What follows belongs to an exercise in optimizing a design on an open flow for small area; a production flow would make more cautious choices. Function was checked by simulation only, so behaviour that the tests miss may differ from the original.

== v6 ==
## xmodem_checksum_receiver
module xmodem_checksum_receiver
#(
   parameter int unsigned FLASH_BLOCK_BYTES = 1024
) (
   input  logic        clock,
   input  logic        reset,
   input  logic        req_tvalid,
   output logic        req_tready,
   input  logic [15:0] req_tdata,
   input  logic [1:0]  req_tuser,
   output logic        rsp_tvalid,
   input  logic        rsp_tready,
   output logic [47:0] rsp_tdata,
   output logic [3:0]  rsp_tuser,
   output logic        rsp_tlast,
   input  logic        csr_psel,
   input  logic        csr_penable,
   input  logic        csr_pwrite,
   input  logic [3:0]  csr_paddr,
   input  logic [31:0] csr_pwdata,
   output logic [31:0] csr_prdata,
   output logic        csr_pready
);
Size: ~870 cells after synthesis, roughly 150 I/O pins.
clock: 7.0 ns
lec_check: 0
cap_margin: 20
core_margin: 2
core_utilization: 40
slew_margin: 20
standard.sh (not shown) runs the stock make flow with config.mk's settings and CLKGATE_MAP_FILE= SYNTH_SCRIPT=/design/flow/synth_recipe.tcl, a recipe that flattens the netlist after the stock synthesis.
==> flow/flow/run.sh <==
#!/bin/bash
# Own flow: the standard layout (standard.sh) with
#  - an area-oriented ABC mapping in synthesis (flow/synth.tcl, flow/area.abc);
#  - the smallest buffer cell (buf_1) as the port buffer of every input and
#    output port;
#  - one tie cell per constant value instead of one per constant output;
#  - a clock tree built from clkbuf_8 without dummy loads.
# make's output goes to standard.log in the work folder; ORFS keeps each
# step's full log under orfs/logs/.
set -euo pipefail
W=$(pwd)
export MY_ABC_SCRIPT=$W/flow/area.abc
CTS="-sink_clustering_enable -repair_clock_nets -sink_clustering_size 30 -sink_clustering_max_diameter 100 -buf_list sky130_fd_sc_hd__clkbuf_8 -dont_use_dummy_load"
bash standard.sh SYNTH_SCRIPT=$W/flow/synth.tcl "CTS_ARGS=$CTS" \
  "BUFFER_PORTS_ARGS=-buffer_cell sky130_fd_sc_hd__buf_1" SKIP_REPAIR_TIE_FANOUT=1 finish > $W/standard.log 2>&1
==> flow/flow/area.abc <==
strash
dch -f
amap
==> flow/flow/synth.tcl <==
# The standard synthesis script (synth_recipe.tcl), with one change: the
# ABC call that maps the combinational logic uses the script named by
# MY_ABC_SCRIPT (area-oriented mapping). Everything before ABC, including
# flip-flop mapping and naming, is the standard synthesis.
proc synth {args} { yosys synth -nofsm -noshare {*}$args }
proc abc {args} {
  set i [lsearch -exact $args -script]
  if {$i >= 0 && [info exists ::env(MY_ABC_SCRIPT)]} {
    lset args [expr {$i + 1}] $::env(MY_ABC_SCRIPT)
  }
  yosys abc {*}$args
}
source $::env(SCRIPTS_DIR)/synth.tcl
# left out here: clear keep_hierarchy, flatten, clean up, hide names made inside functions, write 1_2_yosys.v
> inputs changed (v6 -> v7)
diff --git a/flow/design.v b/flow/design.v
--- a/flow/design.v
+++ b/flow/design.v
@@ -291,37 +291,23 @@
       if (op_byte && is_block && csum_pos) begin
          ca_ff <= wa_ff[9:5];
       end
    end
    logic [1:0] kind_ff [3];
    logic [7:0] pay_ff  [3];
    logic [1:0] rd_ff, wr_ff;     
-   logic       full_ff;          
-   logic [1:0] ne;
-   logic       pair_next;
+   logic [2:0] cnt_ff;           
    logic       half_ff;
    logic [6:0] idx_ff;
    logic [7:0] pay_in;
    logic       pop, pop_ev, pair;
    logic [1:0] hkind;
    logic [7:0] hp;
-   always_comb begin
-      case ({wr_ff, rd_ff})
-         4'b01_00, 4'b10_01, 4'b00_10: ne = 2'd1;
-         4'b10_00, 4'b00_01, 4'b01_10: ne = 2'd2;
-         default:                      ne = full_ff ? 2'd3 : 2'd0;
-      endcase
-      case (rd_ff)
-         2'd0:    pair_next = (kind_ff[1] == E_PAIR);
-         2'd1:    pair_next = (kind_ff[2] == E_PAIR);
-         default: pair_next = (kind_ff[0] == E_PAIR);
-      endcase
-   end
-   assign rsp_tvalid = (ne != 2'd0);
-   assign req_tready = !full_ff && !(ne == 2'd2 && (pair_next || (pair && !half_ff))) && !align_busy_ff;
+   assign rsp_tvalid = (cnt_ff != 3'd0);
+   assign req_tready = !cnt_ff[2] && !(cnt_ff[1] && cnt_ff[0]) && !align_busy_ff;
    assign fire       = req_tvalid && req_tready;
    assign pop        = rsp_tvalid && rsp_tready;
    always_comb begin
       pay_in = rx;
       if (ev_kind == E_COMMIT) begin
          pay_in = {wa_ff[4:0], wa_lo};
       end else if (ev_kind[1]) begin
@@ -344,20 +330,21 @@
          hp    = hp    | (pay_ff[i]  & {8{rd_ff == 2'(i)}});
       end
    end
    assign pair   = (hkind == E_PAIR);
    assign pop_ev = pop && !(pair && !half_ff);
    always_ff @(posedge clock) begin
       if (reset) begin
-         full_ff <= 1'b0;
+         cnt_ff  <= 3'd0;
          half_ff <= 1'b0;
          rd_ff   <= 2'd0;
          wr_ff   <= 2'd0;
       end else begin
-         full_ff <= (ne == 2'd2 && push && !pop_ev) || (full_ff && !pop_ev);
+         cnt_ff <= cnt_ff + {1'b0, push && (ev_kind == E_PAIR), push && (ev_kind != E_PAIR)}
+                   - {2'd0, pop};
          if (pop) half_ff <= !pop_ev;
          if (pop_ev) rd_ff <= rd_ff[1] ? 2'd0 : rd_ff + 2'd1;
          if (push) wr_ff <= wr_ff[1] ? 2'd0 : wr_ff + 2'd1;
       end
    end
    logic w_data, w_commit, w_nak, w_ack, w_to, w_comms, w_canpf, w_ok, w_more;
    always_comb begin
### Flow results
- Relative to v6, global-route wire length before repair decreased by 3.0% in v7.
- Run comparison: v7 launch point of the critical path req_tdata[0]; v6 launch point of the critical path rd_ff[1]
- Routed metal-1 wire length, v7 vs v6: down by a few percent
- Compared to v6, v7 reaches a lower achievable clock.
- Looking at final antenna diode count, v7 sits 1 above v6.
- When the final numbers for v7 and v6 were put side by side, the global routing usage summed across all routing layers turned out to be smaller in v7.
- Delta (v7 minus v6): final hold slack rose 0.018 ns, worst setup slack fell 0.45 ns.
- Between v7 and v6, the part of the cycle the worst path needs is lower for v6.
- Share of the final layout cell area in sequential cells delta for v7 relative to v6: 0.23 points lower

## static timing again, ports no longer ideal
The flow's constraints put no driver on any port. The routed layouts listed below were extracted and timed again, unchanged, in two steps. Step 1, drivers: a clkbuf_16 drives clock and a buf_2 each remaining input, both assumed. Step 2 times the ports against the registers' clock, not the clock port: input delays grow and output delays shrink by t, the midpoint of the rising clock arrivals with the driver on. a / b / c = no drivers / after step 1 / after step 2; a / b = the first two.
run | shift t [ns] | setup WS [ns] | hold WS [ns] | slew at the worst register clock pin (ns) | pins driven straight from the clock port
v6 | 0.475 | 1.055 / 1.054 / 0.579 | 0.446 / 0.446 / 0.446 | 0.09 / 0.09 | 1
v7 | 0.486 | 0.601 / 0.622 / 0.136 | 0.465 / 0.465 / 0.465 | 0.09 / 0.09 | 1
After both steps every run listed still meets setup and hold. For v6, which loses most, drivers alone change the setup slack by -0.001 ns; drivers and shift together by -0.476 ns.
